Source: an optimization exercise on an open RTL-to-GDS flow (aim: small area). Production flows keep margins and buffers that such runs may drop.
Function was checked by simulation only, so behaviour that the tests miss may differ from the original. No driver is modelled on the clock port, so clocking that relies on it looks cheaper here than on a real chip.

==> 02-19 <==
==> flow/design.v (excerpt) <==
module dev_bus_top (
    input  logic           clk,
    input  logic           usr_reset,
    input  logic           wb_cyc_i,
    input  logic           wb_stb_i,
    input  logic           wb_we_i,
    input  dev_pkg::addr_t wb_adr_i,
    input  dev_pkg::be_t   wb_sel_i,
    input  dev_pkg::data_t wb_dat_i,
    output dev_pkg::data_t wb_dat_o,
    output logic           wb_ack_o,
    output logic           uart_tx_o
);
clock: 4.0 ns
lec_check: 0
cap_margin: 20
core_margin: 2
core_utilization: 60
slew_margin: 20
synth_hierarchical: 1
synth_minimum_keep_size: 0
standard.sh (not shown) runs the stock make flow with config.mk's settings and CLKGATE_MAP_FILE= SYNTH_SCRIPT=/design/flow/synth_recipe.tcl, a recipe that flattens the netlist after the stock synthesis.
==> flow/flow/run.sh <==
#!/bin/bash
# Standard synthesis, then every combinational cell down to its smallest
# variant (flow/downsize.py), then the standard layout with the extra make
# settings of flow/extra.txt (small port buffers, a clock tree of larger
# clusters, timing-driven placement that does not keep its trial buffers). Each step's output goes to its own log in the work folder.
set -euo pipefail
# Cells driving 24 or more loads get their drive-4 variant
FANOUT_SIZES="1000 24"
R=$PWD/orfs/results/$FLOW_PLATFORM/dev_bus_top/base
EXTRA=(REMOVE_ABC_BUFFERS=1)
if [[ -f flow/extra.txt ]]; then
  while IFS= read -r line; do [[ -n "$line" ]] && EXTRA+=("$line"); done < flow/extra.txt
fi
bash standard.sh $R/1_2_yosys.v > synth.log 2>&1
cp $R/1_2_yosys.v $R/1_2_yosys_std.v
python3 flow/downsize.py $FLOW_HOME/platforms/$FLOW_PLATFORM/lib/sky130_fd_sc_hd__tt_025C_1v80.lib \
    $FLOW_HOME/platforms/$FLOW_PLATFORM/config.mk $R/1_2_yosys_std.v $R/1_2_yosys.v ${FANOUT_SIZES:-} > downsize.log 2>&1
bash standard.sh "${EXTRA[@]}" finish > layout.log 2>&1
==> flow/flow/downsize.py <==
#!/usr/bin/env python3
"""Give every combinational cell of a mapped netlist the smallest-area variant
of its own function (same base name and pins); ties go to the stronger drive.
A cell that drives many loads gets a stronger variant instead (drive 2 from
FANOUT2 loads, drive 4 from FANOUT4 loads), so that the placer need not buffer
its net. Flip-flops are left as they are. The placer's repair steps size cells
up again where timing, slew or capacitance need it.
usage: downsize.py LIBERTY PLATFORM_CONFIG_MK NETLIST_IN NETLIST_OUT [FANOUT2 FANOUT4]"""
import fnmatch
import re
import sys

lib, cfg, src, dst = sys.argv[1:5]
fo2 = int(sys.argv[5]) if len(sys.argv) > 5 else 1 << 30
fo4 = int(sys.argv[6]) if len(sys.argv) > 6 else 1 << 30

text = open(lib).read()
cells = {}
outpins = {}
for m in re.finditer(r'\n\s*cell\s*\(\s*"?([\w]+)"?\s*\)\s*\{', text):
    name = m.group(1)
    body = text[m.end():m.end() + 200000]
    nxt = re.search(r'\n\s*cell\s*\(', body)
    if nxt:
        body = body[:nxt.start()]
    area = float(re.search(r'area\s*:\s*([\d.]+)', body).group(1))
    pins = tuple(sorted(re.findall(r'\n\s*pin\s*\(\s*"?(\w+)"?\s*\)', body)))
    seq = bool(re.search(r'\n\s*(ff|latch|statetable)\s*\(', body))
    outs = set(re.findall(r'\n\s*pin\s*\(\s*"?(\w+)"?\s*\)\s*\{[^{}]*?direction\s*:\s*"?output', body))
    cells[name] = (area, pins, seq)
    outpins[name] = outs

# DONT_USE_CELLS from the platform config (continuation lines joined)
cfgtext = open(cfg).read().replace('\\\n', ' ')
dont = []
for line in cfgtext.splitlines():
    m = re.match(r'\s*export\s+DONT_USE_CELLS\s*\+?=\s*(.*)', line)
    if m:
        dont += m.group(1).split()

def usable(c):
    return not any(fnmatch.fnmatch(c, p) for p in dont)

def split(c):
    m = re.match(r'(sky130_fd_sc_hd__\w+?)_(\d+)$', c)
    return (m.group(1), int(m.group(2))) if m else (c, 0)

groups = {}
for c, (area, pins, seq) in cells.items():
    base, drive = split(c)
    if usable(c):
        groups.setdefault((base, pins), []).append((area, -drive, c))

best = {}
for c, (area, pins, seq) in cells.items():
    if seq:
        continue
    base, drive = split(c)
    cand = groups.get((base, pins), [])
    if cand:
        best[c] = min(cand)[2]

net = open(src).read()

# Loads on each net, and the net each instance drives
loads = {}
drives = {}
for typ, inst, body in re.findall(r'\b(sky130_fd_sc_hd__\w+)\s+(\S+)\s*\((.*?)\);', net, re.S):
    for pin, n in re.findall(r'\.(\w+)\(([^()]*)\)', body):
        n = n.strip()
        if pin in outpins.get(typ, ()):
            drives[inst] = n
        else:
            loads[n] = loads.get(n, 0) + 1

def pick(c, fanout):
    area, pins, seq = cells[c]
    base, drive = split(c)
    cand = groups.get((base, pins), [])
    want = 4 if fanout >= fo4 else 2 if fanout >= fo2 else 0
    if want:
        strong = [x for x in cand if -x[1] >= want]
        if strong:
            return min(strong, key=lambda x: (-x[1] != want, x[0]))[2]
    return best.get(c, c)

count = {}

def repl(m):
    c = m.group(1)
    if c not in cells or cells[c][2]:
        return m.group(0)
    b = pick(c, loads.get(drives.get(m.group(2), ''), 0))
    if b != c:
        count[(c, b)] = count.get((c, b), 0) + 1
    return b + ' ' + m.group(2) + m.group(3)

net = re.sub(r'\b(sky130_fd_sc_hd__\w+)\s+(\S+)(\s*\()', repl, net)
open(dst, 'w').write(net)
for (a, b), n in sorted(count.items()):
    print(f'{n:5d} {a} -> {b}')
==> flow/flow/extra.txt <==
BUFFER_PORTS_ARGS=-buffer_cell sky130_fd_sc_hd__buf_1
CTS_ARGS=-sink_clustering_enable -repair_clock_nets -dont_use_dummy_load -buf_list sky130_fd_sc_hd__clkbuf_16 -sink_clustering_size 30 -sink_clustering_max_diameter 100
GPL_KEEP_OVERFLOW=0
==> 09-08: changes against 02-19 <==
--- a/flow/design.v
+++ b/flow/design.v
@@ -21,87 +21,16 @@
     input  logic prev_i,
     output logic d_o
 );
     assign d_o = wr_i ? wdata_i : prev_i;
 endmodule
-module dsa_wr_en (
-    input  logic pair_i,
-    input  logic lane_i,
-    input  logic clr_i,
-    output logic wr_o
-);
-    assign wr_o = (pair_i & lane_i) | clr_i;
-endmodule
 module dev_rd_bit (
     input  logic [15:0] d_i,
     input  logic [15:0] sel_i,
     output logic        q_o
 );
-    logic [5:0] n;
-    for (genvar g = 0; g < 5; g++) begin : g_aoi
-        dev_rd_aoi3 i_aoi (
-            .d_i   (d_i[3*g +: 3]),
-            .sel_i (sel_i[3*g +: 3]),
-            .n_o   (n[g])
-        );
-    end
-    dev_rd_nand2 i_last (
-        .a_i (d_i[15]),
-        .b_i (sel_i[15]),
-        .n_o (n[5])
-    );
-    dev_rd_or6n i_or (
-        .n_i (n),
-        .q_o (q_o)
-    );
-endmodule
-module dev_rd_aoi3 (
-    input  logic [2:0] d_i,
-    input  logic [2:0] sel_i,
-    output logic       n_o
-);
-    assign n_o = ~|(d_i & sel_i);
-endmodule
-module dev_rd_nand2 (
-    input  logic a_i,
-    input  logic b_i,
-    output logic n_o
-);
-    assign n_o = ~(a_i & b_i);
-endmodule
-module dev_rd_or6n (
-    input  logic [5:0] n_i,
-    output logic       q_o
-);
-    logic all3;
-    dev_rd_and3 i_and (
-        .a_i (n_i[2:0]),
-        .y_o (all3)
-    );
-    dev_rd_nand4 i_nand (
-        .a_i ({n_i[5:3], all3}),
-        .y_o (q_o)
-    );
-endmodule
-module dev_rd_and3 (
-    input  logic [2:0] a_i,
-    output logic       y_o
-);
-    assign y_o = &a_i;
-endmodule
-module dev_rd_nand4 (
-    input  logic [3:0] a_i,
-    output logic       y_o
-);
-    assign y_o = ~&a_i;
-endmodule
-module dev_rd_sel (
-    input  logic hi_i,
-    input  logic lo_i,
-    output logic sel_o
-);
-    assign sel_o = hi_i & lo_i;
+    assign q_o = |(d_i & sel_i);
 endmodule
 module dev_bus_top (
     input  logic           clk,
     input  logic           usr_reset,
     input  logic           wb_cyc_i,
@@ -171,19 +100,12 @@
     assign dsa_wr = wb_cyc_i & wb_stb_i & hit_dsa & wb_we_i & (wb_adr_i[2] ^ phase);
     assign wdata  = rst_act ? 32'd0 : wb_dat_i;
     logic [31:0] even_d [8];                 
     for (genvar k = 0; k < 8; k++) begin : g_pair
         logic [3:0] wr;
-        logic       pair_wr;
-        assign pair_wr = dsa_wr & (wb_adr_i[5:3] == 3'(k));
         for (genvar b = 0; b < 4; b++) begin : g_lane
-            dsa_wr_en i_wr (
-                .pair_i (pair_wr),
-                .lane_i (wb_sel_i[b]),
-                .clr_i  (rst_act),
-                .wr_o   (wr[b])
-            );
+            assign wr[b] = rst_act | (dsa_wr & (wb_adr_i[5:3] == 3'(k)) & wb_sel_i[b]);
             for (genvar i = 0; i < 8; i++) begin : g_bit
                 dsa_port_bit i_bit (
                     .wr_i    (wr[b]),
                     .wdata_i (wdata[8*b + i]),
                     .prev_i  (slot_q[2*k+1][8*b + i]),
@@ -206,22 +128,12 @@
     always_ff @(posedge clk) begin
         dsa_rd_q <= hit_dsa & ~wb_we_i;
         stat_q   <= hit_uart & ~wb_we_i & (wb_adr_i[3:2] == dev_pkg::UART_REG_STATUS) & uart_busy;
     end
     assign rd_slot = {wb_adr_i[5:3], wb_adr_i[2] ^ phase};
-    logic [3:0] rd_hi;                      
-    logic [3:0] rd_lo;                      
-    for (genvar j = 0; j < 4; j++) begin : g_rpre
-        assign rd_hi[j] = dsa_rd_q & (rd_slot[3:2] == 2'(j));
-        assign rd_lo[j] = (rd_slot[1:0] == 2'(j));
-    end
     for (genvar q = 0; q < 16; q++) begin : g_rsel
-        dev_rd_sel i_sel (
-            .hi_i  (rd_hi[q / 4]),
-            .lo_i  (rd_lo[q % 4]),
-            .sel_o (rd_sel[q])
-        );
+        assign rd_sel[q] = dsa_rd_q & (rd_slot == 4'(q));
     end
     for (genvar i = 0; i < 32; i++) begin : g_rd
         logic [15:0] col;
         for (genvar q = 0; q < 16; q++) begin : g_col
             assign col[q] = slot_q[q][i];
==> flow/flow/run.sh (replaced) <==
#!/bin/bash
# Standard synthesis, then every combinational cell down to its smallest
# variant, then the standard layout with small port buffers, a clock tree
# of smaller buffers and area recovery.
set -euo pipefail
R=$PWD/orfs/results/$FLOW_PLATFORM/dev_bus_top/base
EXTRA=(REMOVE_ABC_BUFFERS=1 RECOVER_POWER=100)
if [[ -f flow/extra.txt ]]; then
  while IFS= read -r line; do [[ -n "$line" ]] && EXTRA+=("$line"); done < flow/extra.txt
fi
bash standard.sh $R/1_2_yosys.v > synth.log 2>&1
cp $R/1_2_yosys.v $R/1_2_yosys_std.v
python3 flow/downsize.py $FLOW_HOME/platforms/$FLOW_PLATFORM/lib/sky130_fd_sc_hd__tt_025C_1v80.lib \
    $FLOW_HOME/platforms/$FLOW_PLATFORM/config.mk $R/1_2_yosys_std.v $R/1_2_yosys.v > downsize.log 2>&1
bash standard.sh "${EXTRA[@]}" finish > layout.log 2>&1
==> flow/flow/downsize.py (replaced) <==
#!/usr/bin/env python3
"""Give every combinational cell of a mapped netlist the smallest-area variant
of its own function (same base name and pins); ties go to the stronger drive.
Flip-flops are left as they are. The placer's repair steps size cells up again
where timing, slew or capacitance need it.
usage: downsize.py LIBERTY PLATFORM_CONFIG_MK NETLIST_IN NETLIST_OUT"""
import fnmatch
import re
import sys

lib, cfg, src, dst = sys.argv[1:5]

text = open(lib).read()
cells = {}
for m in re.finditer(r'\n\s*cell\s*\(\s*"?([\w]+)"?\s*\)\s*\{', text):
    name = m.group(1)
    body = text[m.end():m.end() + 200000]
    nxt = re.search(r'\n\s*cell\s*\(', body)
    if nxt:
        body = body[:nxt.start()]
    area = float(re.search(r'area\s*:\s*([\d.]+)', body).group(1))
    pins = tuple(sorted(re.findall(r'\n\s*pin\s*\(\s*"?(\w+)"?\s*\)', body)))
    seq = bool(re.search(r'\n\s*(ff|latch|statetable)\s*\(', body))
    cells[name] = (area, pins, seq)

# DONT_USE_CELLS from the platform config (continuation lines joined)
cfgtext = open(cfg).read().replace('\\\n', ' ')
dont = []
for line in cfgtext.splitlines():
    m = re.match(r'\s*export\s+DONT_USE_CELLS\s*\+?=\s*(.*)', line)
    if m:
        dont += m.group(1).split()

def usable(c):
    return not any(fnmatch.fnmatch(c, p) for p in dont)

def split(c):
    m = re.match(r'(sky130_fd_sc_hd__\w+?)_(\d+)$', c)
    return (m.group(1), int(m.group(2))) if m else (c, 0)

groups = {}
for c, (area, pins, seq) in cells.items():
    base, drive = split(c)
    if usable(c):
        groups.setdefault((base, pins), []).append((area, -drive, c))

best = {}
for c, (area, pins, seq) in cells.items():
    if seq:
        continue
    base, drive = split(c)
    cand = groups.get((base, pins), [])
    if cand:
        best[c] = min(cand)[2]

net = open(src).read()
count = {}

def repl(m):
    c = m.group(1)
    b = best.get(c, c)
    if b != c:
        count[(c, b)] = count.get((c, b), 0) + 1
    return b + m.group(2)

net = re.sub(r'\b(sky130_fd_sc_hd__\w+)(\s+\S+\s*\()', repl, net)
open(dst, 'w').write(net)
for (a, b), n in sorted(count.items()):
    print(f'{n:5d} {a} -> {b}')
==> flow/flow/extra.txt (replaced) <==
BUFFER_PORTS_ARGS=-buffer_cell sky130_fd_sc_hd__buf_1
CTS_ARGS=-sink_clustering_enable -repair_clock_nets -dont_use_dummy_load -buf_list sky130_fd_sc_hd__clkbuf_8
--- a/flow/config.mk
+++ b/flow/config.mk
@@ -5,9 +5,9 @@
 export SDC_FILE = /design/flow/constraint.sdc
 export NUM_CORES = 4
 export LEC_CHECK = 0
 export CAP_MARGIN = 20
 export CORE_MARGIN = 2
-export CORE_UTILIZATION = 60
+export CORE_UTILIZATION = 40
 export SLEW_MARGIN = 20
 export SYNTH_HIERARCHICAL = 1
 export SYNTH_MINIMUM_KEEP_SIZE = 0
==> summary of the runs <==
Between 09-08 and 02-19, the lower critical path depth is in 02-19 (gap 3).
Of 02-19 and 09-08, 09-08 has the higher final cell count (gap 18%, measured against 09-08).
Between 02-19 and 09-08, the lower worst hold slack is in 09-08 (gap 0.027 ns).
Between 09-08 and 02-19, the lower final area is in 02-19 (gap 9.8%, measured against 02-19).
Between 02-19 and 09-08, the lower via count is in 02-19 (gap 7.5%, measured against 09-08).
02-19 finished with timing, DRC and antenna clean. 09-08 went through all stages and came out clean.
Against 09-08, the register-to-register slack of 02-19 is higher by 0.93 ns.
Between 09-08 and 02-19, the lower clock-buffer cell count is in 02-19 (gap 63).
Against 02-19, the first-iteration DRC count of 09-08 is lower by about 46%.
Against 09-08, the synthesized cell count of 02-19 is smaller by about 3.3%.
Between 09-08 and 02-19, the lower wire length is in 02-19 (gap about 17%, measured against 02-19).

port drivers added, routing unchanged:
In the flow no input, the clock included, has a driving cell. The finished layouts below were timed again as built, in two steps.
Step 1, drivers: a clkbuf_16 drives clk and a buf_2 each remaining input, both assumed.
Step 2, shift: input delay + t, output delay - t, t = (earliest + latest rising clock arrival at the registers) / 2. This alone moves slack from input paths to output paths.
a / b / c = ideal / step 1 / step 2; a / b = the first two.
run | t, ns | slack for setup (ns) | worst register clock-pin slew, ns | cell pins on the clock port's net
02-19 | 0.583 | 0.244 / 0.224 / 0.225 | 0.11 / 0.11 | 1
09-08 | 0.665 | 0.196 / 0.148 / 0.170 | 0.06 / 0.06 | 1
After both steps setup and hold are still met in every run listed. The setup slack of 09-08, which loses most, moves by -0.048 ns with the drivers and by -0.026 ns with both steps.
